Context: an optimization exercise on an open-source flow, tuned for small area and few clock cycles per item. The choices shown serve that exercise and are no tape-out recipe. Only simulation tests tie the RTL to the original design; equivalence was not proved. Power is estimated from default activity; no workload was simulated.

===== flow/run.sh =====
#!/bin/bash
# synth_recipe.tcl (not shown) runs the flow's synth.tcl, then flattens the netlist and writes it again
# the make line also repeats each setting of config.mk as NAME=value (left out here)
make -C /OpenROAD-flow-scripts/flow DESIGN_CONFIG=/design/flow/config.mk WORK_HOME=/design/flow/orfs CLKGATE_MAP_FILE= SYNTH_SCRIPT=/design/flow/synth_recipe.tcl finish

===== flow/config.mk =====
export PLATFORM = sky130hd
export DESIGN_NAME = calibrated_proximity_trigger_unit
export DESIGN_NICKNAME = calibrated_proximity_trigger_unit
export VERILOG_FILES = /design/flow/design.v
export SDC_FILE = /design/flow/constraint.sdc
export NUM_CORES = 4
export LEC_CHECK = 0
export CAP_MARGIN = 20
export CORE_MARGIN = 2
export CORE_UTILIZATION = 40
export CTS_BUF_LIST = sky130_fd_sc_hd__clkbuf_4
export SLEW_MARGIN = 20

===== flow/constraint.sdc =====
create_clock -name core_clock -period 10.0 [get_ports {clk}]
set_input_delay 2.0000 -clock core_clock [delete_from_list [all_inputs] [get_ports {clk}]]
set_output_delay 2.0000 -clock core_clock [all_outputs]
set_load 0.01 [all_outputs]

===== flow/design.v =====
package cpt_pkg;
	typedef enum logic [1:0] {
		KIND_SAMPLE    = 2'd0,
		KIND_TICK      = 2'd1,
		KIND_CALIBRATE = 2'd2
	} kind_t;
	typedef enum logic [2:0] {
		CFG_WINDOW_MS     = 3'd0,
		CFG_SPREAD_GAIN   = 3'd1,
		CFG_SPREAD_OFFSET = 3'd2,
		CFG_ENABLED       = 3'd3,
		CFG_HOLDOFF_MS    = 3'd4,
		CFG_KEEPALIVE_MS  = 3'd5
	} cfg_index_t;
	localparam int CFG_INDEX_W = 3;
	localparam int CFG_DATA_W  = 22;
	localparam int WINDOW_W    = 16;
	localparam int GAIN_W      = 8;
	localparam int HOLDOFF_W   = 16;
	localparam int SINCE_W     = 22;
	localparam int TOTAL_W     = 32;
	localparam int SPREAD_W    = 15;
	localparam logic [WINDOW_W-1:0]  WINDOW_MS_RST     = 16'd10000;
	localparam logic [GAIN_W-1:0]    SPREAD_GAIN_RST   = 8'd1;
	localparam logic [GAIN_W-1:0]    SPREAD_OFFSET_RST = 8'd1;
	localparam logic                 ENABLED_RST       = 1'b1;
	localparam logic [HOLDOFF_W-1:0] HOLDOFF_MS_RST    = 16'd1000;
	localparam logic [SINCE_W-1:0]   KEEPALIVE_MS_RST  = 22'd1500000;
	localparam logic [SINCE_W-1:0]   SINCE_MAX         = 22'h3FFFFF;
	typedef struct packed {
		logic [SPREAD_W-1:0] spread_b;
		logic [SPREAD_W-1:0] spread_a;
		logic                calibration_done;
		logic                calibrating;
		logic [TOTAL_W-1:0]  flash_total;
		logic                flash;
	} result_t;
	localparam int RESULT_W    = 2 * SPREAD_W + 2 + TOTAL_W + 1;   
	localparam int OUT_TDATA_W = ((RESULT_W + 7) / 8) * 8;
	localparam int POS_FLASH       = 0;
	localparam int POS_TOTAL       = 1;
	localparam int POS_CALIBRATING = POS_TOTAL + TOTAL_W;
	localparam int POS_DONE        = POS_CALIBRATING + 1;
endpackage
module cpt_threshold #(
	parameter int DIST_W = 15
) (
	input  logic [DIST_W-1:0]          acc,       
	input  logic                       bad,       
	input  logic [DIST_W-1:0]          low,
	input  logic [DIST_W-1:0]          spread,    
	input  logic                       first,     
	input  logic                       mul,       
	input  logic                       gbit,      
	input  logic                       sub_low,   
	input  logic [cpt_pkg::GAIN_W-1:0] offset,
	output logic [DIST_W-1:0]          acc_d,
	output logic                       bad_d
);
	logic [DIST_W-1:0] offset_w;
	logic [DIST_W-1:0] x, y;
	logic [DIST_W:0]   sum;
	logic              cin;
	assign offset_w = DIST_W'(offset);
	assign x   = mul ? (first ? '0 : {acc[DIST_W-2:0], 1'b0}) : (sub_low ? low : acc);
	assign y   = mul ? (gbit ? spread : '0) : (sub_low ? ~acc : ~offset_w);
	assign cin = !mul;
	assign sum = {1'b0, x} + {1'b0, y} + {{DIST_W{1'b0}}, cin};
	assign acc_d = sum[DIST_W-1:0];
	assign bad_d = mul ? ((!first && (bad || acc[DIST_W-1])) || sum[DIST_W])
	                   : (bad || !sum[DIST_W]);
endmodule
module calibrated_proximity_trigger_unit #(
	parameter  int DISTANCE_BITS = 15,
	localparam int IN_TDATA_W    = ((2 * DISTANCE_BITS + 7) / 8) * 8
) (
	input  logic                              clk,
	input  logic                              arst_n,
	input  logic                              s_tvalid,
	output logic                              s_tready,
	input  logic [IN_TDATA_W-1:0]             s_tdata,   
	input  logic [1:0]                        s_tuser,   
	output logic                              m_tvalid,
	input  logic                              m_tready,
	output logic [cpt_pkg::OUT_TDATA_W-1:0]   m_tdata,   
	input  logic                              cfg_valid,
	output logic                              cfg_ready,
	input  logic [cpt_pkg::CFG_INDEX_W-1:0]   cfg_index,
	input  logic [cpt_pkg::CFG_DATA_W-1:0]    cfg_data
);
	localparam int DW         = DISTANCE_BITS;
	localparam int PAD_W      = cpt_pkg::OUT_TDATA_W - cpt_pkg::RESULT_W;
	localparam logic [3:0] STEP_DONE = 4'd10;
	logic [cpt_pkg::WINDOW_W-1:0]  window_ms_q;
	logic [cpt_pkg::GAIN_W-1:0]    spread_gain_q;
	logic [cpt_pkg::GAIN_W-1:0]    spread_offset_q;
	logic                          enabled_q;
	logic [cpt_pkg::HOLDOFF_W-1:0] holdoff_ms_q;
	logic [cpt_pkg::SINCE_W-1:0]   keepalive_ms_q;
	logic out_valid_q;
	logic flash_q, done_q;
	logic                          in_window_q;
	logic                          seen_q;
	logic [cpt_pkg::WINDOW_W-1:0]  elapsed_q;
	logic [DW-1:0]                 low_a_q, high_a_q, low_b_q, high_b_q;
	logic [DW-1:0]                 limit_a_q, limit_b_q;
	logic [cpt_pkg::SINCE_W-1:0]   since_q;
	logic [cpt_pkg::TOTAL_W-1:0]   counter_q;
	logic [3:0] step_q;
	logic       bad_a_q, bad_b_q;
	logic                          in_window_d;
	logic                          seen_d;
	logic [cpt_pkg::WINDOW_W-1:0]  elapsed_d;
	logic [DW-1:0]                 low_a_d, high_a_d, low_b_d, high_b_d;
	logic [cpt_pkg::SINCE_W-1:0]   since_d;
	logic [cpt_pkg::TOTAL_W-1:0]   counter_d;
	logic                          flash_d;
	logic                          done_d;
	logic [DW-1:0] dist_a, dist_b;
	logic [DW-1:0] spread_a, spread_b;
	logic [DW-1:0] limit_a_d, limit_b_d;
	logic          bad_a_d, bad_b_d;
	logic          lt_a, gt_a, lt_b, gt_b;
	logic          window_end;    
	logic          thr_wait;      
	logic          take;          
	logic          restart;       
	logic          run;           
	logic          gbit;
	assign dist_a    = s_tdata[DW-1:0];
	assign dist_b    = s_tdata[2*DW-1:DW];
	assign spread_a  = high_a_q - low_a_q;
	assign spread_b  = high_b_q - low_b_q;
	assign window_end = in_window_q && seen_q && elapsed_q >= window_ms_q;
	assign thr_wait   = step_q != STEP_DONE;
	assign s_tready   = (!out_valid_q || m_tready)
	                    && !(s_tuser == cpt_pkg::KIND_TICK && window_end && thr_wait);
	assign take       = s_tvalid && s_tready;
	assign cfg_ready  = 1'b1;
	assign m_tvalid   = out_valid_q;
	assign m_tdata    = {{PAD_W{1'b0}}, spread_b, spread_a, done_q, in_window_q, counter_q, flash_q};
	assign lt_a = dist_a < low_a_q;
	assign gt_a = dist_a > high_a_q;
	assign lt_b = dist_b < low_b_q;
	assign gt_b = dist_b > high_b_q;
	assign restart = cfg_valid
	                 || (take && s_tuser == cpt_pkg::KIND_SAMPLE && in_window_q
	                     && (!seen_q || lt_a || gt_a || lt_b || gt_b));
	assign run     = in_window_q && thr_wait;
	assign gbit    = spread_gain_q[3'd7 - step_q[2:0]];
	cpt_threshold #(
		.DIST_W (DW)
	) u_thr_a (
		.acc     (limit_a_q),
		.bad     (bad_a_q),
		.low     (low_a_q),
		.spread  (spread_a),
		.first   (step_q == 4'd0),
		.mul     (!step_q[3]),
		.gbit    (gbit),
		.sub_low (step_q == 4'd8),
		.offset  (spread_offset_q),
		.acc_d   (limit_a_d),
		.bad_d   (bad_a_d)
	);
	cpt_threshold #(
		.DIST_W (DW)
	) u_thr_b (
		.acc     (limit_b_q),
		.bad     (bad_b_q),
		.low     (low_b_q),
		.spread  (spread_b),
		.first   (step_q == 4'd0),
		.mul     (!step_q[3]),
		.gbit    (gbit),
		.sub_low (step_q == 4'd8),
		.offset  (spread_offset_q),
		.acc_d   (limit_b_d),
		.bad_d   (bad_b_d)
	);
	always_ff @(posedge clk or negedge arst_n) begin
		if (!arst_n) begin
			window_ms_q     <= cpt_pkg::WINDOW_MS_RST;
			spread_gain_q   <= cpt_pkg::SPREAD_GAIN_RST;
			spread_offset_q <= cpt_pkg::SPREAD_OFFSET_RST;
			enabled_q       <= cpt_pkg::ENABLED_RST;
			holdoff_ms_q    <= cpt_pkg::HOLDOFF_MS_RST;
			keepalive_ms_q  <= cpt_pkg::KEEPALIVE_MS_RST;
		end else if (cfg_valid) begin
			case (cfg_index)
				cpt_pkg::CFG_WINDOW_MS:     window_ms_q     <= cfg_data[cpt_pkg::WINDOW_W-1:0];
				cpt_pkg::CFG_SPREAD_GAIN:   spread_gain_q   <= cfg_data[cpt_pkg::GAIN_W-1:0];
				cpt_pkg::CFG_SPREAD_OFFSET: spread_offset_q <= cfg_data[cpt_pkg::GAIN_W-1:0];
				cpt_pkg::CFG_ENABLED:       enabled_q       <= cfg_data[0];
				cpt_pkg::CFG_HOLDOFF_MS:    holdoff_ms_q    <= cfg_data[cpt_pkg::HOLDOFF_W-1:0];
				cpt_pkg::CFG_KEEPALIVE_MS:  keepalive_ms_q  <= cfg_data[cpt_pkg::SINCE_W-1:0];
				default: ;
			endcase
		end
	end
	always_comb begin
		in_window_d = in_window_q;
		seen_d      = seen_q;
		elapsed_d   = elapsed_q;
		low_a_d     = low_a_q;
		high_a_d    = high_a_q;
		low_b_d     = low_b_q;
		high_b_d    = high_b_q;
		since_d     = since_q;
		counter_d   = counter_q;
		flash_d     = 1'b0;
		done_d      = 1'b0;
		case (s_tuser)
			cpt_pkg::KIND_SAMPLE: begin
				if (in_window_q) begin
					if (!seen_q) begin
						low_a_d  = dist_a;
						high_a_d = dist_a;
						low_b_d  = dist_b;
						high_b_d = dist_b;
						seen_d   = 1'b1;
					end else begin
						if (lt_a) low_a_d  = dist_a;
						if (gt_a) high_a_d = dist_a;
						if (lt_b) low_b_d  = dist_b;
						if (gt_b) high_b_d = dist_b;
					end
				end else if (enabled_q
				             && (dist_a <= limit_a_q || dist_b <= limit_b_q)
				             && since_q >= cpt_pkg::SINCE_W'(holdoff_ms_q)) begin
					flash_d   = 1'b1;
					since_d   = '0;
					counter_d = counter_q + 32'd1;
				end
			end
			cpt_pkg::KIND_TICK: begin
				if (since_q != cpt_pkg::SINCE_MAX) since_d = since_q + 22'd1;
				if (in_window_q) begin
					if (elapsed_q >= window_ms_q) begin
						if (!seen_q) begin
							elapsed_d = '0;
						end else if (bad_a_q || bad_b_q) begin
							seen_d    = 1'b0;
							elapsed_d = '0;
						end else begin
							in_window_d = 1'b0;
							done_d      = 1'b1;
						end
					end else begin
						elapsed_d = elapsed_q + 16'd1;
					end
				end
				if (!in_window_d && since_d > keepalive_ms_q) begin
					flash_d   = 1'b1;
					since_d   = '0;
					counter_d = counter_q + 32'd1;
				end
			end
			cpt_pkg::KIND_CALIBRATE: begin
				in_window_d = 1'b1;
				seen_d      = 1'b0;
				elapsed_d   = '0;
			end
			default: ;
		endcase
	end
	always_ff @(posedge clk or negedge arst_n) begin
		if (!arst_n) begin
			in_window_q <= 1'b1;
			seen_q      <= 1'b0;
			elapsed_q   <= '0;
			low_a_q     <= '0;
			high_a_q    <= '0;
			low_b_q     <= '0;
			high_b_q    <= '0;
			since_q     <= '0;
			counter_q   <= '0;
			flash_q     <= 1'b0;
			done_q      <= 1'b0;
		end else if (take) begin
			in_window_q <= in_window_d;
			seen_q      <= seen_d;
			elapsed_q   <= elapsed_d;
			low_a_q     <= low_a_d;
			high_a_q    <= high_a_d;
			low_b_q     <= low_b_d;
			high_b_q    <= high_b_d;
			since_q     <= since_d;
			counter_q   <= counter_d;
			flash_q     <= flash_d;
			done_q      <= done_d;
		end
	end
	always_ff @(posedge clk or negedge arst_n) begin
		if (!arst_n) begin
			out_valid_q <= 1'b0;
		end else if (take) begin
			out_valid_q <= 1'b1;
		end else if (m_tready) begin
			out_valid_q <= 1'b0;
		end
	end
	always_ff @(posedge clk or negedge arst_n) begin
		if (!arst_n) begin
			step_q  <= '0;
			bad_a_q <= 1'b0;
			bad_b_q <= 1'b0;
		end else if (restart) begin
			step_q  <= '0;
		end else if (run) begin
			step_q  <= step_q + 4'd1;
			bad_a_q <= bad_a_d;
			bad_b_q <= bad_b_d;
		end
	end
	always_ff @(posedge clk) begin
		if (run) begin
			limit_a_q <= limit_a_d;
			limit_b_q <= limit_b_d;
		end
	end
endmodule

==> results.toml, run 1 <==
[global_route]
wire_length_of_the_first_global_routing_pass_mm = 74.7
groute.usage.overall_pct = 20.9
pin_count_of_the_biggest_net_entering_global_routing = 85
vias_in_the_first_global_route = 14340
initial_antenna_violation_count = 2
grt_overflow = 0

[drt]
route.vias.total = 14259
detail_route.drc_violations = 0
ant_nets = 0
routed_wire_per_std_cell_um = 17.0
drt-pass1-iter-count = 6
detail_route.wirelength_mm = 45.8
post_drt_via_cell_ratio = 5.30
drtIter0Drc = 807

[setup_path]
cp_slowest_stage_delay_ns = 0.62
critical-path-slowest-cell = "sky130_fd_sc_hd__o41ai_1"
critPathBufInv = 3
critical_path_peak_fanout = 3
startpoint_type = "flip-flop"
worst_setup_end_kind = "output port"
critPathArrivalTime_ns = 4.46
timing.critical_path.max_delay_family = "compound AO/OA/AOI/OAI gates"
critical_path_class = "reg2out"
worstPathCellList = "inv_1 > ha_1 > inv_1 > fa_1 > a211oi_1 > o21bai_1 > a31oi_1 > o21ai_0 > o41ai_1 > o21ai_0 > xnor2_1 > clkdlybuf4s50_1"
worst_ep_required_time_ns = 8.00

[hold_path]
min-delay-path-class = "reg2reg"

[finish]
layout.nets = 2320
instances_no_fill = 2692
nFillCells = 4174
leading_cell_type_in_the_layout_fill_and_taps_excluded = "sky130_fd_sc_hd__ha_1"
layout-drive-gt1-share_pct = 13.7
postLayoutCoreUtil_pct = 47.2
multiInputGateArea_um2 = 10200
syn2layout_area_growth_pct = 16.4
mostFrequentLayoutCells = "208 x sky130_fd_sc_hd__ha_1, 198 x sky130_fd_sc_hd__nand2_1, 186 x sky130_fd_sc_hd__dfrtp_1"
seqCellArea_um2 = 6240

[clocking]
tritoncts_num_sinks = 242
cts_resized = 0
cts_tree = "yes"
cts_hold_buffers = 0
cts_setup_buffers = 0
number_of_h_tree_levels = 3
worst_setup_hold_path_clk_slew_ns = 0.06
cts-root-buf = "sky130_fd_sc_hd__clkbuf_4"
cts.path.max_buffers = 3
cts_made_buffers = 76
clock_latency_ns = 0.81

[timing]
fmax_mhz = 155
period_share_pct = 64.6
hold_viol = 0
final_setup_margin_ns = 3.54
period_minus_slack_ns = 6.46
rsz0062_at_grt = "false"
final-setup-viol-count = 0
finalClockSkew_ns = 0.0697
setup_total_negative_slack_ns = 0
timing.slew.headroom_pct = 31.8
slew_at_the_pin_closest_to_its_max_slew_limit_ns = 1.02
timing_max_transition_violations_final = 0

[place]
place_hpwl_mm = 33.8
finalWeightedCongestion = 0.817
placed_cells_incl_taps = 2549
place.port_buffers = 128
post-place-ws_ns = 3.78

[die]
placement_rows = 76
number_of_ports_placed_on_the_die_boundary = 139
die_y_um = 213
floorplan.initialDensity_pct = 40.5
die_w_um = 213
die_area_um2 = 45300
core-area_um2 = 43100

[power_and_ir_drop]
vdd_ir_drop_max_mv = 0.214
power.static_leakage_nw = 9.39
power_density_nw_per_um2 = 310

[yosys]
synth_fa_ha_area_share_pct = 15.6
synth_enable_flop_cells = 30
synthDominantCellAreaShare_pct = 26.8
ys.warnings.count = 1
number_of_distinct_library_cells_after_synthesis = 87
ys_top_cells_by_area = "sky130_fd_sc_hd__dfrtp_1 27%, sky130_fd_sc_hd__ha_1 15%, sky130_fd_sc_hd__edfxtp_1 5.2%, sky130_fd_sc_hd__mux2_2 5.2%, sky130_fd_sc_hd__nand2_1 4.3%"
synth_area_um2 = 17500
synthSimpleGateAreaFrac_pct = 14.6
synth_area_leader_cell = "sky130_fd_sc_hd__dfrtp_1"
synth_cells = 1890
synth-seq-cells = 242
ys.flop_type = "sky130_fd_sc_hd__dfrtp_1"
synth-xor-area-share_pct = 5.12
ys_seq_area_share_pct = 35.7
muxShareOfSynthArea_pct = 6.16
synthArstFlopShare_pct = 87.6
syn-mean-instance-area_um2 = 9.24
synth_compound_area_share_pct = 16.8
combinational_family_with_the_most_area_after_synthesis = "compound AO/OA/AOI/OAI gates"

[run]
maxCapViolations = 0

[status]
result_of_the_run = "complete, no violations"
## worst paths after layout
path	start	depth (start not counted)	slack (ns)	endpoint
min in group asynchronous	arst_n	1	1.19	high_b_q[13]
max in group asynchronous	arst_n	2	7.34	elapsed_q[9]
worst max-delay path	high_a_q[0]	12	3.54	m_tdata[49]
worst min-delay path	counter_q[5]	1	0.48	counter_q[5]
worst min register to register	counter_q[5]	1	0.48	counter_q[5]
worst max register to register	since_q[1]	19	4.35	counter_q[13]
## worst register-to-register path, cell delays in order (launching register included)
cell and delay (ns):
sky130_fd_sc_hd__dfrtp_1 0.43, sky130_fd_sc_hd__ha_1 0.21, sky130_fd_sc_hd__and3_1 0.21, sky130_fd_sc_hd__and3_1 0.23, sky130_fd_sc_hd__nand3_1 0.22, sky130_fd_sc_hd__nand2b_1 0.22, sky130_fd_sc_hd__nor3_2 0.59, sky130_fd_sc_hd__nand4_1 0.27
sky130_fd_sc_hd__xnor2_1 0.26, sky130_fd_sc_hd__ha_1 0.28, sky130_fd_sc_hd__and2_0 0.17, sky130_fd_sc_hd__a221o_1 0.30, sky130_fd_sc_hd__a221oi_1 0.31, sky130_fd_sc_hd__o21ai_0 0.19, sky130_fd_sc_hd__a21oi_1 0.38, sky130_fd_sc_hd__o31ai_4 0.10
sky130_fd_sc_hd__buf_4 0.23, sky130_fd_sc_hd__or4b_1 0.62, sky130_fd_sc_hd__nor4_1 0.13, sky130_fd_sc_hd__xor2_1 0.17
## through the flow
stage,instance area [um2],power (mW),hold slack (ns)
final,20300,6.29,0.484
after global routing,20300,6.87,0.509
after CTS,20300,6.37,0.486
after detailed placement,19300,5.24,0.470
after global placement,19300,5.14,0.469
after floorplan,17500,3.91,0.451
## power breakdown
group / switching [mW] / leakage, nW / internal, mW / total (mW)
sequential: 0.222 / 2.97 / 1.36 / 1.58
combinational: 1.95 / 5.82 / 1.68 / 3.63
clock: 0.493 / 0.603 / 0.591 / 1.08
## cell type report
cell class / instances / area share, %
inverters: 179 / 3.31
multi-input cells: 1402 / 50.4
flip-flops and latches: 242 / 30.7
repair buffers: 141 / 6.81
diodes: 4 / 0.0493
well taps: 585 / 3.60
clock buffers: 111 / 4.10
clock inverters: 28 / 1.03
## state kept, by name (all words and copies together), names as in the netlist, 4 cells and up
signal           count
elapsed_q           16
high_a_q            15
spread_offset_q      8
step_q               4
counter_q           32
low_a_q             15
limit_b_q           15
keepalive_ms_q      22
holdoff_ms_q        16
limit_a_q           15
since_q             22
spread_gain_q        8
window_ms_q         16
low_b_q             15
high_b_q            15
## metal layers
| layer | track usage (%) | wire [um] |
|---|---|---|
| met2 | 35.1 | 22200 |
| met3 | 4.10 | 2260 |
| met5 | 0 | 0 |
| met4 | 6.05 | 938 |
| met1 | 27.2 | 20500 |
## logic make-up after synthesis
logic type	count (synthesis)
AO/OA/AOI/OAI	472
XOR/XNOR	102
adder cells (fa/ha/maj)	214
buffers and inverters	252
flip-flops	242
multiplexers	91
other	2
AND/OR/NAND/NOR	515
## Yosys cell counts, types with 24 or more instances
| cell type | number |
|---|---|
| sky130_fd_sc_hd__dfrtp_1 | 187 |
| sky130_fd_sc_hd__nor2_1 | 86 |
| sky130_fd_sc_hd__nor3_1 | 24 |
| sky130_fd_sc_hd__xor2_1 | 28 |
| sky130_fd_sc_hd__xnor2_1 | 74 |
| sky130_fd_sc_hd__edfxtp_1 | 30 |
| sky130_fd_sc_hd__a21oi_1 | 118 |
| sky130_fd_sc_hd__a21o_1 | 42 |
| sky130_fd_sc_hd__mux2_2 | 80 |
| sky130_fd_sc_hd__nand2_1 | 198 |
| sky130_fd_sc_hd__o21ai_0 | 147 |
| sky130_fd_sc_hd__inv_1 | 178 |
| sky130_fd_sc_hd__dfstp_2 | 25 |
| sky130_fd_sc_hd__a31oi_1 | 41 |
| sky130_fd_sc_hd__nand3_1 | 54 |
| sky130_fd_sc_hd__clkbuf_1 | 41 |
| sky130_fd_sc_hd__ha_1 | 208 |
| sky130_fd_sc_hd__nand4_1 | 38 |
Testbench counts, summed over its fixed seeds: cycles 32,209, items 32,000.
==> inputs of run 2 (changes only) <==
--- a/flow/config.mk
+++ b/flow/config.mk
@@ -9,4 +9,3 @@
 export CORE_MARGIN = 2
 export CORE_UTILIZATION = 40
-export CTS_BUF_LIST = sky130_fd_sc_hd__clkbuf_4
 export SLEW_MARGIN = 20
==> results.toml, run 2 <==
[clocking]
tritoncts_num_sinks = 242
cts_made_buffers = 30
worst_setup_hold_path_clk_slew_ns = 0.06
cts-root-buf = "sky130_fd_sc_hd__clkbuf_16"
cts_tree = "yes"
number_of_h_tree_levels = 1
cts.path.max_buffers = 3
cts_resized = 0
cts_hold_buffers = 0
clock_latency_ns = 0.58
cts_setup_buffers = 0

[power_and_ir_drop]
power.internal_mw = 3.70
power_switching_mw = 2.64
power.share.sequential_pct = 24.9
netSwitchingFraction_pct = 41.6
clkPwrFrac_pct = 17.9
vdd_ir_drop_max_mv = 0.209
power_density_nw_per_um2 = 313
power.total_mw = 6.34
combinationalPowerShare_pct = 57.3
power.static_leakage_nw = 9.28

[finish]
syn2layout_area_growth_pct = 16.2
max_flop_register = "counter_q"
largest_register_ffs = 32
layout-drive-gt1-share_pct = 10.7
instances_no_fill = 2605
layout.nets = 2274
antenna_fix_cells = 0
mostFrequentLayoutCells = "208 x sky130_fd_sc_hd__ha_1, 198 x sky130_fd_sc_hd__nand2_1, 186 x sky130_fd_sc_hd__dfrtp_1"
leading_cell_type_in_the_layout_fill_and_taps_excluded = "sky130_fd_sc_hd__ha_1"
design_area_um2 = 20300
biggestRegsByFlops = "counter_q (32), keepalive_ms_q (22), since_q (22)"

[die]
number_of_ports_placed_on_the_die_boundary = 139
floorplan.initialDensity_pct = 40.5
placement_rows = 76
core-area_um2 = 43100
die_y_um = 213
die_area_um2 = 45300
die_w_um = 213

[setup_path]
startpoint_type = "flip-flop"
worst_ep_required_time_ns = 8.00
critPathBufInv = 3
timing.critical_path.max_delay_family = "compound AO/OA/AOI/OAI gates"
critical_path_class = "reg2out"
critical-path-slowest-cell = "sky130_fd_sc_hd__o41ai_1"
worstPathCellList = "inv_1 > ha_1 > inv_1 > fa_1 > a211oi_1 > o21bai_1 > a31oi_1 > o21ai_0 > o41ai_1 > o21ai_0 > xnor2_1 > clkdlybuf4s50_1"
critical_path_peak_fanout = 3
critPathArrivalTime_ns = 4.22
worst_setup_end_kind = "output port"
cp_slowest_stage_delay_ns = 0.60

[yosys]
synth_area_leader_cell = "sky130_fd_sc_hd__dfrtp_1"
ys.warnings.count = 1
number_of_distinct_library_cells_after_synthesis = 87
synthArstFlopShare_pct = 87.6
synth_cells = 1890
synth_enable_flop_cells = 30
ys.flop_type = "sky130_fd_sc_hd__dfrtp_1"
yosys.cell_count.top_type = "sky130_fd_sc_hd__ha_1"
syn-mean-instance-area_um2 = 9.24
ys_top_cells_by_area = "sky130_fd_sc_hd__dfrtp_1 27%, sky130_fd_sc_hd__ha_1 15%, sky130_fd_sc_hd__edfxtp_1 5.2%, sky130_fd_sc_hd__mux2_2 5.2%, sky130_fd_sc_hd__nand2_1 4.3%"
synth_common_cells = "208 x sky130_fd_sc_hd__ha_1, 198 x sky130_fd_sc_hd__nand2_1, 187 x sky130_fd_sc_hd__dfrtp_1"
ys_seq_area_share_pct = 35.7
synth_area_um2 = 17500
synthDominantCellAreaShare_pct = 26.8
synth-seq-cells = 242

[timing]
timing.hold.ws_ns = 0.485
setup_total_negative_slack_ns = 0
rsz0062_at_grt = "false"
final-setup-viol-count = 0
period_share_pct = 62.2
fmax_mhz = 161
timing.slew.headroom_pct = 27.8
slew_at_the_pin_closest_to_its_max_slew_limit_ns = 1.08
timing_max_transition_violations_final = 0
period_minus_slack_ns = 6.22
finalClockSkew_ns = 0.0189
hold_viol = 0

[drt]
detail_route.drc_violations = 0
detail_route.wirelength_mm = 45.4
drtIter0Drc = 772
ant_nets = 0
route.vias.total = 13948
routed_wire_per_std_cell_um = 17.4
post_drt_via_cell_ratio = 5.35
drt-pass1-iter-count = 7

[status]
result_of_the_run = "complete, no violations"

[global_route]
wire_length_of_the_first_global_routing_pass_mm = 73.8
vias_in_the_first_global_route = 13907
global_route.peak_usage_layer = "met2"
initial_antenna_violation_count = 0
groute.layer.met1.usage_pct = 27.3
m3_gr_usage_pct = 2.32
met2_use_gr_pct = 35.3
grt_overflow = 0
pin_count_of_the_biggest_net_entering_global_routing = 85
groute.usage.overall_pct = 20.4

[place]
detailed_place.area_um2 = 19300
place.port_buffers = 128
finalWeightedCongestion = 0.817
place_hpwl_mm = 33.8
placed_cells_incl_taps = 2549

[hold_path]
min-delay-path-class = "reg2reg"

[run]
maxCapViolations = 0
## run 2: cell counts after synthesis
No cell type changed its count.
## run 2: power by group through the flow
stage / Sequential [mW] / Combinational, mW / Clock, mW
floorplan: 1.52 / 2.39 / 0
global placement: 1.58 / 3.55 / 0
detailed placement: 1.59 / 3.65 / 0
CTS: 1.58 / 3.67 / 1.16
global route: 1.62 / 4.08 / 1.20
finish: 1.58 / 3.63 / 1.13
## run 2: per-stage QoR
stage          utilization [%]  setup slack, ns
5_1_grt                   47.1             3.44
2_1_floorplan                -             5.05
4_1_cts                   47.1             3.73
6_report                  47.1             3.78
3_3_place_gp              44.7             3.81
3_5_place_dp              44.7             3.78
## run 2: area by class of cell
| cell class | count | area (um2) |
|---|---|---|
| Fill cell | 4125 | 22800 |
| Multi-Input combinational cell | 1402 | 10200 |
| Sequential cell | 242 | 6240 |
| Timing Repair Buffer | 141 | 1380 |
| Clock buffer | 38 | 832 |
| Tap cell | 585 | 732 |
| Inverter | 179 | 672 |
| Clock inverter | 18 | 195 |
## run 2: cells by family after synthesis
group                    Yosys count  share of synthesized area, %
buffers and inverters            252                          5.93
AND/OR/NAND/NOR                  515                          14.6
multiplexers                      91                          6.16
adder cells (fa/ha/maj)          214                          15.6
flip-flops                       242                          35.7
AO/OA/AOI/OAI                    472                          16.8
other                              2                        0.0430
XOR/XNOR                         102                          5.12
## run 2: final timing paths
kind                         startpoint        endpoint  slack (ns)  cells after the start
setup reg to reg             since_q[0]   counter_q[13]        4.30                     19
hold / removal             counter_q[5]    counter_q[5]        0.48                      1
min in group asynchronous        arst_n    high_b_q[13]        1.43                      1
max in group asynchronous        arst_n  window_ms_q[5]        7.21                      2
hold reg to reg            counter_q[5]    counter_q[5]        0.48                      1
setup / recovery            high_a_q[0]     m_tdata[49]        3.78                     12
## run 2: metal layers
metal | vias up | wire (um)
met5 | - | 0
met4 | 0 | 929
met3 | 49 | 1410
met2 | 251 | 22200
met1 | 6730 | 20900
li1 | 6918 | -
## run 2: worst register-to-register path: cells and delay by family, from the launching register on
family                     cells  cell delay, ns
adders and majority gates      2            0.51
buffers and inverters          1            0.23
and+or+nand+nor                9            2.71
DFF                            1            0.42
AOI/OAI and AO/OA              5            1.28
xor gates and xnor gates       2            0.43
==> inputs of run 3 (changes only) <==
--- a/flow/config.mk
+++ b/flow/config.mk
@@ -9,3 +9,5 @@
 export CORE_MARGIN = 2
 export CORE_UTILIZATION = 40
+export CTS_BUF_LIST = sky130_fd_sc_hd__clkbuf_2 sky130_fd_sc_hd__clkbuf_4
+export CTS_CLUSTER_SIZE = 30
 export SLEW_MARGIN = 20
==> results.toml, run 3 <==
[setup_path]
ff_to_ff_start = "since_q[1]"
worst_setup_end_kind = "output port"
worst_ep_required_time_ns = 8.00
ff2ff_setup_slack_ns = 4.35
critical_path_peak_fanout = 3
worst_r2r_path_depth = 19
critical_path_class = "reg2out"
timing.rr.end = "counter_q[13]"
startpoint_type = "flip-flop"
critPathArrivalTime_ns = 4.46

[hold_path]
min-delay-path-class = "reg2reg"
min_delay_path_depth = 1
min_to = "counter_q[5]"
hp-start = "counter_q[5]"

[die]
core-area_um2 = 43100
die_w_um = 213
placement_rows = 76
die_area_um2 = 45300
die_y_um = 213
number_of_ports_placed_on_the_die_boundary = 139
floorplan.initialDensity_pct = 40.5

[yosys]
synth_compound_area_share_pct = 16.8
ys.flop_type = "sky130_fd_sc_hd__dfrtp_1"
synthSimpleGateAreaFrac_pct = 14.6
synth_area_um2 = 17500
combinational_family_with_the_most_area_after_synthesis = "compound AO/OA/AOI/OAI gates"
muxShareOfSynthArea_pct = 6.16
synth_enable_flop_cells = 30
synth-xor-area-share_pct = 5.12
yosys.cell_count.top_type = "sky130_fd_sc_hd__ha_1"
ys_top_cells_by_area = "sky130_fd_sc_hd__dfrtp_1 27%, sky130_fd_sc_hd__ha_1 15%, sky130_fd_sc_hd__edfxtp_1 5.2%, sky130_fd_sc_hd__mux2_2 5.2%, sky130_fd_sc_hd__nand2_1 4.3%"
synth_fa_ha_area_share_pct = 15.6
ys_seq_area_share_pct = 35.7
synth_common_cells = "208 x sky130_fd_sc_hd__ha_1, 198 x sky130_fd_sc_hd__nand2_1, 187 x sky130_fd_sc_hd__dfrtp_1"
syn-mean-instance-area_um2 = 9.24
synth_area_leader_cell = "sky130_fd_sc_hd__dfrtp_1"
number_of_distinct_library_cells_after_synthesis = 87
ys.warnings.count = 1
synth_cells = 1890
synth-seq-cells = 242
synthArstFlopShare_pct = 87.6
synthDominantCellAreaShare_pct = 26.8

[clocking]
cts_made_buffers = 76
cts-root-buf = "sky130_fd_sc_hd__clkbuf_4"
cts_resized = 0
cts_setup_buffers = 0
cts.path.max_buffers = 3
worst_setup_hold_path_clk_slew_ns = 0.06
tritoncts_num_sinks = 242
cts_hold_buffers = 0
cts_tree = "yes"
number_of_h_tree_levels = 3
clock_latency_ns = 0.81

[finish]
syn2layout_area_growth_pct = 16.4
leading_cell_type_in_the_layout_fill_and_taps_excluded = "sky130_fd_sc_hd__ha_1"
largest_register_ffs = 32
max_flop_register = "counter_q"
layout-drive-gt1-share_pct = 13.7
biggestRegsByFlops = "counter_q (32), keepalive_ms_q (22), since_q (22)"
postLayoutCoreUtil_pct = 47.2
mostFrequentLayoutCells = "208 x sky130_fd_sc_hd__ha_1, 198 x sky130_fd_sc_hd__nand2_1, 186 x sky130_fd_sc_hd__dfrtp_1"
layout.nets = 2320

[timing]
timing.slew.headroom_pct = 31.8
slew_at_the_pin_closest_to_its_max_slew_limit_ns = 1.02
fmax_mhz = 155
hold_viol = 0
setup_total_negative_slack_ns = 0
final-setup-viol-count = 0
timing_max_transition_violations_final = 0
period_share_pct = 64.6
period_minus_slack_ns = 6.46
rsz0062_at_grt = "false"
finalClockSkew_ns = 0.0697

[global_route]
pin_count_of_the_biggest_net_entering_global_routing = 85
grt_overflow = 0
groute.usage.overall_pct = 20.9
wire_length_of_the_first_global_routing_pass_mm = 74.7
vias_in_the_first_global_route = 14340
initial_antenna_violation_count = 2

[drt]
post_drt_via_cell_ratio = 5.30
drtIter0Drc = 807
drt-pass1-iter-count = 6
route.vias.total = 14259
routed_wire_per_std_cell_um = 17.0
ant_nets = 0
detail_route.drc_violations = 0
detail_route.wirelength_mm = 45.8

[power_and_ir_drop]
power_switching_mw = 2.67
clkPwrFrac_pct = 17.2
power.share.sequential_pct = 25.1
power_density_nw_per_um2 = 310
power.internal_mw = 3.63
netSwitchingFraction_pct = 42.4
combinationalPowerShare_pct = 57.7
power.static_leakage_nw = 9.39
power.total_mw = 6.29
vdd_ir_drop_max_mv = 0.214

[place]
place.port_buffers = 128
place_hpwl_mm = 33.8
finalWeightedCongestion = 0.817

[run]
maxCapViolations = 0

[status]
result_of_the_run = "complete, no violations"
run 3: how the worst max path moves through the flow:
stage                     start           to  slack [ns]  depth (start not counted)
global route        high_a_q[0]  m_tdata[49]        3.17                         12
floorplan            s_tuser[1]     s_tready        5.05                          6
global placement    s_tdata[25]   since_q[4]        3.81                         11
detailed placement  s_tdata[25]   since_q[5]        3.78                         11
finish              high_a_q[0]  m_tdata[49]        3.54                         12
CTS                 high_a_q[0]  m_tdata[49]        3.48                         12
run 3: layout make-up:
cell class	count	area, um2
Multi-Input combinational cell	1402	10200
Sequential cell	242	6240
Timing Repair Buffer	141	1380
Tap cell	585	732
Clock inverter	28	210
Fill cell	4174	22800
Antenna cell	4	10.0
Clock buffer	111	833
Inverter	179	672
run 3: kinds of logic after synthesis:
| group | after synthesis |
|---|---|
| and+or+nand+nor | 515 |
| AOI/OAI and AO/OA | 472 |
| adders and majority gates | 214 |
| muxes | 91 |
| xor gates and xnor gates | 102 |
| DFF | 242 |
| buffers and inverters | 252 |
| other | 2 |
run 3: worst max-delay path, stage by stage, from the launching register on:
cell                              delay (ns)
sky130_fd_sc_hd__dfrtp_1                0.40
sky130_fd_sc_hd__inv_1                  0.06
sky130_fd_sc_hd__ha_1                   0.15
sky130_fd_sc_hd__inv_1                  0.05
sky130_fd_sc_hd__fa_1                   0.44
sky130_fd_sc_hd__a211oi_1               0.27
sky130_fd_sc_hd__o21bai_1               0.14
sky130_fd_sc_hd__a31oi_1                0.27
sky130_fd_sc_hd__o21ai_0                0.21
sky130_fd_sc_hd__o41ai_1                0.62
sky130_fd_sc_hd__o21ai_0                0.26
sky130_fd_sc_hd__xnor2_1                0.24
sky130_fd_sc_hd__clkdlybuf4s50_1        0.56
run 3: metrics by stage:
step,std cells,hold WS [ns],setup slack (ns),area [um2]
2_1_floorplan,1896,0.451,5.05,17500
3_5_place_dp,2549,0.470,3.78,19300
6_report,2692,0.484,3.54,20300
5_1_grt,2692,0.509,3.17,20300
3_3_place_gp,2549,0.469,3.81,19300
4_1_cts,2688,0.486,3.48,20300
run 3: per-layer routing:
metal | vias to the layer above | part of all wire, % | GRT usage (%) | routed length (um)
li1 | 7062 | - | - | -
met5 | - | 0 | 0 | 0
met2 | 319 | 48 | 35.1 | 22200
met1 | 6807 | 45 | 27.2 | 20500
met4 | 0 | 2.0 | 6.05 | 938
met3 | 71 | 4.9 | 4.10 | 2260
run 3: power groups by stage:
stage | sequential (mW) | clock, mW | combinational, mW
after global routing | 1.62 | 1.18 | 4.08
after global placement | 1.58 | 0 | 3.55
after CTS | 1.58 | 1.12 | 3.67
final | 1.58 | 1.08 | 3.63
after detailed placement | 1.59 | 0 | 3.65
after floorplan | 1.52 | 0 | 2.39
==> inputs of run 4 (changes only) <==
--- a/flow/design.v
+++ b/flow/design.v
@@ -50,5 +50,4 @@
 	input  logic [DIST_W-1:0]          low,
 	input  logic [DIST_W-1:0]          spread,    
-	input  logic                       first,     
 	input  logic                       mul,       
 	input  logic                       gbit,      
@@ -63,12 +62,66 @@
 	logic              cin;
 	assign offset_w = DIST_W'(offset);
-	assign x   = mul ? (first ? '0 : {acc[DIST_W-2:0], 1'b0}) : (sub_low ? low : acc);
+	assign x   = mul ? {acc[DIST_W-2:0], 1'b0} : (sub_low ? low : acc);
 	assign y   = mul ? (gbit ? spread : '0) : (sub_low ? ~acc : ~offset_w);
 	assign cin = !mul;
-	assign sum = {1'b0, x} + {1'b0, y} + {{DIST_W{1'b0}}, cin};
+	cpt_add #(
+		.W (DIST_W)
+	) u_add (
+		.a    (x),
+		.b    (y),
+		.cin  (cin),
+		.sum  (sum[DIST_W-1:0]),
+		.cout (sum[DIST_W])
+	);
 	assign acc_d = sum[DIST_W-1:0];
-	assign bad_d = mul ? ((!first && (bad || acc[DIST_W-1])) || sum[DIST_W])
+	assign bad_d = mul ? (bad || acc[DIST_W-1] || sum[DIST_W])
 	                   : (bad || !sum[DIST_W]);
 endmodule
+module cpt_lt #(
+	parameter int W = 15
+) (
+	input  logic [W-1:0] a,
+	input  logic [W-1:0] b,
+	output logic         lt
+);
+	logic [W:0] c;
+	assign c[0] = 1'b0;
+	for (genvar i = 0; i < W; i++) begin : g_bit
+		assign c[i+1] = (a[i] ^ b[i]) ? b[i] : c[i];
+	end
+	assign lt = c[W];
+endmodule
+module cpt_add #(
+	parameter int W = 15
+) (
+	input  logic [W-1:0] a,
+	input  logic [W-1:0] b,
+	input  logic         cin,
+	output logic [W-1:0] sum,
+	output logic         cout
+);
+	logic [W:0] c;
+	assign c[0] = cin;
+	for (genvar i = 0; i < W; i++) begin : g_bit
+		assign sum[i]  = a[i] ^ b[i] ^ c[i];
+		assign c[i+1]  = (a[i] & b[i]) | (c[i] & (a[i] ^ b[i]));
+	end
+	assign cout = c[W];
+endmodule
+module cpt_inc #(
+	parameter int W = 16
+) (
+	input  logic [W-1:0] a,
+	output logic [W-1:0] sum,
+	output logic         cout
+);
+	logic [W:0] c;
+	assign c[0] = 1'b1;
+	for (genvar i = 0; i < W; i++) begin : g_bit
+		assign sum[i] = a[i] ^ c[i];
+		assign c[i+1] = a[i] & c[i];
+	end
+	assign cout = c[W];
+endmodule
 module calibrated_proximity_trigger_unit #(
 	parameter  int DISTANCE_BITS = 15,
@@ -119,6 +172,7 @@
 	logic [DW-1:0] dist_a, dist_b;
 	logic [DW-1:0] spread_a, spread_b;
-	logic [DW-1:0] limit_a_d, limit_b_d;
-	logic          bad_a_d, bad_b_d;
+	logic [DW-1:0] thr_acc, thr_low, thr_spread, thr_acc_d;
+	logic          thr_bad, thr_bad_d;
+	logic          side_q;        
 	logic          lt_a, gt_a, lt_b, gt_b;
 	logic          window_end;    
@@ -128,10 +182,19 @@
 	logic          run;           
 	logic          gbit;
+	logic          keepalive_due;
+	logic          above_a, above_b;             
+	logic          elapsed_lt, holdoff_lt, keepalive_lt, since_max;
+	logic [cpt_pkg::TOTAL_W-1:0]  counter_inc;
+	logic [cpt_pkg::SINCE_W-1:0]  since_inc;
+	logic [cpt_pkg::WINDOW_W-1:0] elapsed_inc;
+	logic          clear;         
+	logic [3:0]    lead;          
+	logic [3:0]    start;
 	assign dist_a    = s_tdata[DW-1:0];
 	assign dist_b    = s_tdata[2*DW-1:DW];
-	assign spread_a  = high_a_q - low_a_q;
-	assign spread_b  = high_b_q - low_b_q;
-	assign window_end = in_window_q && seen_q && elapsed_q >= window_ms_q;
-	assign thr_wait   = step_q != STEP_DONE;
+	cpt_add #(.W (DW)) u_spread_a (.a (high_a_q), .b (~low_a_q), .cin (1'b1), .sum (spread_a), .cout ());
+	cpt_add #(.W (DW)) u_spread_b (.a (high_b_q), .b (~low_b_q), .cin (1'b1), .sum (spread_b), .cout ());
+	assign window_end = in_window_q && seen_q && !elapsed_lt;
+	assign thr_wait   = !(side_q && step_q == STEP_DONE);
 	assign s_tready   = (!out_valid_q || m_tready)
 	                    && !(s_tuser == cpt_pkg::KIND_TICK && window_end && thr_wait);
@@ -140,42 +203,47 @@
 	assign m_tvalid   = out_valid_q;
 	assign m_tdata    = {{PAD_W{1'b0}}, spread_b, spread_a, done_q, in_window_q, counter_q, flash_q};
-	assign lt_a = dist_a < low_a_q;
-	assign gt_a = dist_a > high_a_q;
-	assign lt_b = dist_b < low_b_q;
-	assign gt_b = dist_b > high_b_q;
+	cpt_lt #(.W (DW)) u_lt_a (.a (dist_a), .b (low_a_q), .lt (lt_a));
+	cpt_lt #(.W (DW)) u_gt_a (.a (high_a_q), .b (dist_a), .lt (gt_a));
+	cpt_lt #(.W (DW)) u_lt_b (.a (dist_b), .b (low_b_q), .lt (lt_b));
+	cpt_lt #(.W (DW)) u_gt_b (.a (high_b_q), .b (dist_b), .lt (gt_b));
+	cpt_lt #(.W (DW)) u_above_a (.a (limit_a_q), .b (dist_a), .lt (above_a));
+	cpt_lt #(.W (DW)) u_above_b (.a (limit_b_q), .b (dist_b), .lt (above_b));
+	cpt_lt #(.W (cpt_pkg::WINDOW_W)) u_elapsed_lt (.a (elapsed_q), .b (window_ms_q), .lt (elapsed_lt));
+	cpt_lt #(.W (cpt_pkg::SINCE_W)) u_holdoff_lt (.a (since_q), .b (cpt_pkg::SINCE_W'(holdoff_ms_q)), .lt (holdoff_lt));
+	cpt_lt #(.W (cpt_pkg::SINCE_W)) u_keepalive_lt (.a (since_q), .b (keepalive_ms_q), .lt (keepalive_lt));
+	cpt_inc #(.W (cpt_pkg::TOTAL_W)) u_counter_inc (.a (counter_q), .sum (counter_inc), .cout ());
+	cpt_inc #(.W (cpt_pkg::SINCE_W)) u_since_inc (.a (since_q), .sum (since_inc), .cout (since_max));
+	cpt_inc #(.W (cpt_pkg::WINDOW_W)) u_elapsed_inc (.a (elapsed_q), .sum (elapsed_inc), .cout ());
 	assign restart = cfg_valid
 	                 || (take && s_tuser == cpt_pkg::KIND_SAMPLE && in_window_q
 	                     && (!seen_q || lt_a || gt_a || lt_b || gt_b));
 	assign run     = in_window_q && thr_wait;
+	assign clear   = restart && in_window_q;
+	always_comb begin
+		lead = 4'd8;
+		for (int i = 0; i < 8; i++) begin
+			if (spread_gain_q[i]) lead = 4'(7 - i);
+		end
+	end
+	assign start = cfg_valid ? 4'd0 : lead;
 	assign gbit    = spread_gain_q[3'd7 - step_q[2:0]];
+	assign keepalive_due = !keepalive_lt && !(since_max && keepalive_ms_q == cpt_pkg::SINCE_MAX);
+	assign thr_acc    = side_q ? limit_b_q : limit_a_q;
+	assign thr_bad    = side_q ? bad_b_q   : bad_a_q;
+	assign thr_low    = side_q ? low_b_q   : low_a_q;
+	assign thr_spread = side_q ? spread_b  : spread_a;
 	cpt_threshold #(
 		.DIST_W (DW)
-	) u_thr_a (
-		.acc     (limit_a_q),
-		.bad     (bad_a_q),
-		.low     (low_a_q),
-		.spread  (spread_a),
-		.first   (step_q == 4'd0),
-		.mul     (!step_q[3]),
-		.gbit    (gbit),
-		.sub_low (step_q == 4'd8),
-		.offset  (spread_offset_q),
-		.acc_d   (limit_a_d),
-		.bad_d   (bad_a_d)
-	);
-	cpt_threshold #(
-		.DIST_W (DW)
-	) u_thr_b (
-		.acc     (limit_b_q),
-		.bad     (bad_b_q),
-		.low     (low_b_q),
-		.spread  (spread_b),
-		.first   (step_q == 4'd0),
+	) u_thr (
+		.acc     (thr_acc),
+		.bad     (thr_bad),
+		.low     (thr_low),
+		.spread  (thr_spread),
 		.mul     (!step_q[3]),
 		.gbit    (gbit),
 		.sub_low (step_q == 4'd8),
 		.offset  (spread_offset_q),
-		.acc_d   (limit_b_d),
-		.bad_d   (bad_b_d)
+		.acc_d   (thr_acc_d),
+		.bad_d   (thr_bad_d)
 	);
 	always_ff @(posedge clk or negedge arst_n) begin
@@ -227,15 +295,15 @@
 					end
 				end else if (enabled_q
-				             && (dist_a <= limit_a_q || dist_b <= limit_b_q)
-				             && since_q >= cpt_pkg::SINCE_W'(holdoff_ms_q)) begin
+				             && (!above_a || !above_b)
+				             && !holdoff_lt) begin
 					flash_d   = 1'b1;
 					since_d   = '0;
-					counter_d = counter_q + 32'd1;
+					counter_d = counter_inc;
 				end
 			end
 			cpt_pkg::KIND_TICK: begin
-				if (since_q != cpt_pkg::SINCE_MAX) since_d = since_q + 22'd1;
+				if (!since_max) since_d = since_inc;
 				if (in_window_q) begin
-					if (elapsed_q >= window_ms_q) begin
+					if (!elapsed_lt) begin
 						if (!seen_q) begin
 							elapsed_d = '0;
@@ -248,11 +316,11 @@
 						end
 					end else begin
-						elapsed_d = elapsed_q + 16'd1;
+						elapsed_d = elapsed_inc;
 					end
 				end
-				if (!in_window_d && since_d > keepalive_ms_q) begin
+				if (!in_window_d && keepalive_due) begin
 					flash_d   = 1'b1;
 					since_d   = '0;
-					counter_d = counter_q + 32'd1;
+					counter_d = counter_inc;
 				end
 			end
@@ -301,21 +369,30 @@
 		end
 	end
-	always_ff @(posedge clk or negedge arst_n) begin
-		if (!arst_n) begin
-			step_q  <= '0;
-			bad_a_q <= 1'b0;
-			bad_b_q <= 1'b0;
-		end else if (restart) begin
-			step_q  <= '0;
+	always_ff @(posedge clk) begin
+		if (restart) begin
+			step_q <= start;
+			side_q <= 1'b0;
+			if (in_window_q) begin
+				bad_a_q <= 1'b0;
+				bad_b_q <= 1'b0;
+			end
 		end else if (run) begin
-			step_q  <= step_q + 4'd1;
-			bad_a_q <= bad_a_d;
-			bad_b_q <= bad_b_d;
+			if (!side_q && step_q == STEP_DONE - 4'd1) begin
+				step_q <= lead;
+				side_q <= 1'b1;
+			end else begin
+				step_q <= step_q + 4'd1;
+			end
+			if (side_q) bad_b_q <= thr_bad_d;
+			else        bad_a_q <= thr_bad_d;
 		end
 	end
 	always_ff @(posedge clk) begin
-		if (run) begin
-			limit_a_q <= limit_a_d;
-			limit_b_q <= limit_b_d;
+		if (clear) begin
+			limit_a_q <= '0;
+			limit_b_q <= '0;
+		end else if (run) begin
+			if (side_q) limit_b_q <= thr_acc_d;
+			else        limit_a_q <= thr_acc_d;
 		end
 	end
--- a/flow/config.mk
+++ b/flow/config.mk
@@ -9,5 +9,6 @@
 export CORE_MARGIN = 2
 export CORE_UTILIZATION = 40
-export CTS_BUF_LIST = sky130_fd_sc_hd__clkbuf_2 sky130_fd_sc_hd__clkbuf_4
-export CTS_CLUSTER_SIZE = 30
+export CTS_BUF_LIST = sky130_fd_sc_hd__clkbuf_8
+export CTS_CLUSTER_DIAMETER = 60
+export CTS_CLUSTER_SIZE = 14
 export SLEW_MARGIN = 20
==> results.toml, run 4 <==
[status]
result_of_the_run = "complete, no violations"

[hold_path]
min_to = "done_q"
min_delay_path_depth = 2
min-delay-path-class = "reg2reg"
hp-start = "done_q"

[yosys]
synthArstFlopShare_pct = 84.8
synth_enable_flop_cells = 6
synth-seq-cells = 243
yosys.cell_count.top_type = "sky130_fd_sc_hd__dfrtp_1"
synth_area_leader_cell = "sky130_fd_sc_hd__dfrtp_1"
synth_cells = 1459
ys.flop_type = "sky130_fd_sc_hd__dfrtp_1"
ys_seq_area_share_pct = 40.3
synth_area_um2 = 14800
syn-mean-instance-area_um2 = 10.2
number_of_distinct_library_cells_after_synthesis = 81
ys.warnings.count = 1
synthDominantCellAreaShare_pct = 30.5
ys_top_cells_by_area = "sky130_fd_sc_hd__dfrtp_1 31%, sky130_fd_sc_hd__ha_1 6.3%, sky130_fd_sc_hd__fa_1 5.5%, sky130_fd_sc_hd__mux2i_1 5.4%, sky130_fd_sc_hd__mux2_2 4.6%"
synth_common_cells = "181 x sky130_fd_sc_hd__dfrtp_1, 136 x sky130_fd_sc_hd__nand2_1, 132 x sky130_fd_sc_hd__inv_1"

[timing]
timing.slew.headroom_pct = 32.5
rsz0062_at_grt = "false"
fmax_mhz = 108
finalClockSkew_ns = 0.0254
period_share_pct = 92.6
final_setup_margin_ns = 0.742
period_minus_slack_ns = 9.26
timing_max_transition_violations_final = 0
setup_total_negative_slack_ns = 0
timing.hold.ws_ns = 0.470
slew_at_the_pin_closest_to_its_max_slew_limit_ns = 1.01
hold_viol = 0
final-setup-viol-count = 0

[clocking]
cts_tree = "yes"
clock_latency_ns = 0.62
cts_hold_buffers = 0
tritoncts_num_sinks = 243
cts-root-buf = "sky130_fd_sc_hd__clkbuf_8"
cts.path.max_buffers = 3
number_of_h_tree_levels = 1
cts_resized = 0
cts_setup_buffers = 0
cts_made_buffers = 28
worst_setup_hold_path_clk_slew_ns = 0.09

[place]
place.port_buffers = 128
post-place-ws_ns = 1.40
placed_cells_incl_taps = 2011
finalWeightedCongestion = 0.833
detailed_place.area_um2 = 16600
place_hpwl_mm = 28.1

[die]
core-area_um2 = 36600
die_w_um = 197
number_of_ports_placed_on_the_die_boundary = 139
floorplan.initialDensity_pct = 40.5
die_y_um = 197
die_area_um2 = 38700
placement_rows = 70

[global_route]
pin_count_of_the_biggest_net_entering_global_routing = 134
wire_length_of_the_first_global_routing_pass_mm = 61.1
initial_antenna_violation_count = 0
groute.usage.overall_pct = 19.8
grt_overflow = 0
vias_in_the_first_global_route = 11070

[finish]
antenna_fix_cells = 0
layout.nets = 1754
mostFrequentLayoutCells = "181 x sky130_fd_sc_hd__dfrtp_1, 136 x sky130_fd_sc_hd__nand2_1, 135 x sky130_fd_sc_hd__inv_1"
instances_no_fill = 2064
syn2layout_area_growth_pct = 15.8
biggestRegsByFlops = "counter_q (32), keepalive_ms_q (22), since_q (22)"
leading_cell_type_in_the_layout_fill_and_taps_excluded = "sky130_fd_sc_hd__dfrtp_1"
largest_register_ffs = 32
layout-drive-gt1-share_pct = 11.9
max_flop_register = "counter_q"
design_area_um2 = 17200

[power_and_ir_drop]
combinationalPowerShare_pct = 54.5
clkPwrFrac_pct = 14.5
power.static_leakage_nw = 7.43
netSwitchingFraction_pct = 42.6
power_switching_mw = 2.16
power_density_nw_per_um2 = 295
vdd_ir_drop_max_mv = 0.125
power.share.sequential_pct = 31.0
power.internal_mw = 2.91

[run]
maxCapViolations = 0

[setup_path]
worst_ep_required_time_ns = 8.00
critical_path_peak_fanout = 3
timing.rr.end = "bad_b_q"
ff2ff_setup_slack_ns = 1.37
ff_to_ff_start = "step_q[3]"
critPathArrivalTime_ns = 7.26
worst_r2r_path_depth = 24
worst_setup_end_kind = "output port"
critical_path_class = "reg2out"
startpoint_type = "flip-flop"

[drt]
post_drt_via_cell_ratio = 5.43
detail_route.wirelength_mm = 38.0
drt-pass1-iter-count = 5
drtIter0Drc = 637
route.vias.total = 11205
detail_route.drc_violations = 0
routed_wire_per_std_cell_um = 18.4
ant_nets = 0
run 4: logic make-up after synthesis:
| kind of cell | after synthesis | synth area share [%] |
|---|---|---|
| muxes | 194 | 14.2 |
| AOI/OAI and AO/OA | 309 | 14.0 |
| and+or+nand+nor | 339 | 10.8 |
| xor gates and xnor gates | 8 | 0.472 |
| buffers and inverters | 216 | 6.04 |
| adders and majority gates | 148 | 14.0 |
| other | 2 | 0.0506 |
| DFF | 243 | 40.3 |
run 4: per-stage QoR:
step           utilization, %  power [mW]
4_1_cts                  46.8        5.09
6_report                 46.9        5.07
5_1_grt                  46.9        5.44
2_1_floorplan               -        3.18
3_3_place_gp             45.2        4.29
3_5_place_dp             45.2        4.32
run 4: worst max-delay path by stage:
stage / startpoint / endpoint / cells past startpoint / slack (ns)
CTS: high_a_q[0] / m_tdata[49] / 21 / 0.71
finish: high_a_q[0] / m_tdata[49] / 21 / 0.74
global placement: high_b_q[0] / m_tdata[64] / 21 / 1.40
detailed placement: step_q[3] / bad_a_q / 23 / 1.40
global route: high_a_q[0] / m_tdata[49] / 21 / 0.49
floorplan: high_b_q[0] / m_tdata[64] / 20 / 2.23
run 4: layout make-up:
class	instances	area, um2
clock inverters	19	139
multi-input cells	1006	8020
fillers	3540	19400
well taps	468	586
flip-flops and latches	243	5990
clock buffers	33	454
repair buffers	145	1430
inverters	150	563
run 4: critical path, cell delays in order (launching register included):
cell and delay [ns]:
sky130_fd_sc_hd__dfrtp_1 0.41, sky130_fd_sc_hd__inv_1 0.07, sky130_fd_sc_hd__ha_1 0.14, sky130_fd_sc_hd__inv_1 0.05, sky130_fd_sc_hd__fa_1 0.37, sky130_fd_sc_hd__fa_1 0.41
sky130_fd_sc_hd__fa_1 0.43, sky130_fd_sc_hd__fa_1 0.40, sky130_fd_sc_hd__fa_1 0.39, sky130_fd_sc_hd__fa_1 0.40, sky130_fd_sc_hd__fa_1 0.41, sky130_fd_sc_hd__fa_1 0.40
sky130_fd_sc_hd__fa_1 0.39, sky130_fd_sc_hd__fa_1 0.38, sky130_fd_sc_hd__fa_1 0.37, sky130_fd_sc_hd__inv_1 0.08, sky130_fd_sc_hd__fa_1 0.15, sky130_fd_sc_hd__inv_1 0.05
sky130_fd_sc_hd__fa_1 0.37, sky130_fd_sc_hd__xnor2_1 0.14, sky130_fd_sc_hd__xnor2_1 0.25, sky130_fd_sc_hd__clkdlybuf4s50_1 0.60
run 4: layer usage:
layer / wire length, um / track usage (%) / share of wire [%]
met3: 2170 / 3.25 / 5.7
met1: 18200 / 29.2 / 48
met5: 0 / 0 / 0
met2: 16500 / 30.0 / 43
met4: 1240 / 6.02 / 3.3
run 4: power by group through the flow:
stage / registers [mW] / logic (mW) / clock network, mW
2_1_floorplan: 1.48 / 1.70 / 0
3_3_place_gp: 1.58 / 2.71 / 0
5_1_grt: 1.62 / 3.02 / 0.802
3_5_place_dp: 1.59 / 2.73 / 0
4_1_cts: 1.57 / 2.76 / 0.765
6_report: 1.57 / 2.77 / 0.737
Testbench counts of run 4, summed over its fixed seeds: cycles 32,133, items 32,000.

port drivers added, routing unchanged:
The flow's constraints put no driver on any port. The routed layouts listed below were extracted and timed again, unchanged, in two steps.
Step 1 sets driving cells, clkbuf_16 on the clock port and buf_2 on the other inputs (assumed; they add their load-dependent delay and slew).
Step 2 moves the port delays by t, midway between the first and last clock arrival at a register: inputs arrive t later, outputs are due t later. That takes back most of the time a late clock gives input paths.
Three values: ideal, step 1, step 2; two values: the first two.
| run | t, ns | setup slack, ns | worst setup path after step 2 | slew at the worst register clock pin (ns) | cell pins on the clock port's net |
|---|---|---|---|---|---|
| run 1 | 0.821 | 3.544 / 3.498 / 3.703 | input to register | 0.07 / 0.07 | 1 |
| run 2 | 0.629 | 3.778 / 3.725 / 3.683 | input to register | 0.07 / 0.07 | 1 |
| run 3 | 0.821 | 3.544 / 3.498 / 3.703 | input to register | 0.07 / 0.07 | 1 |
| run 4 | 0.655 | 0.742 / 0.692 / 1.347 | register to output | 0.10 / 0.10 | 1 |
After both steps setup and hold are still met in every run listed. The setup slack of run 2, which loses most, moves by -0.053 ns with the drivers and by -0.095 ns with both steps.
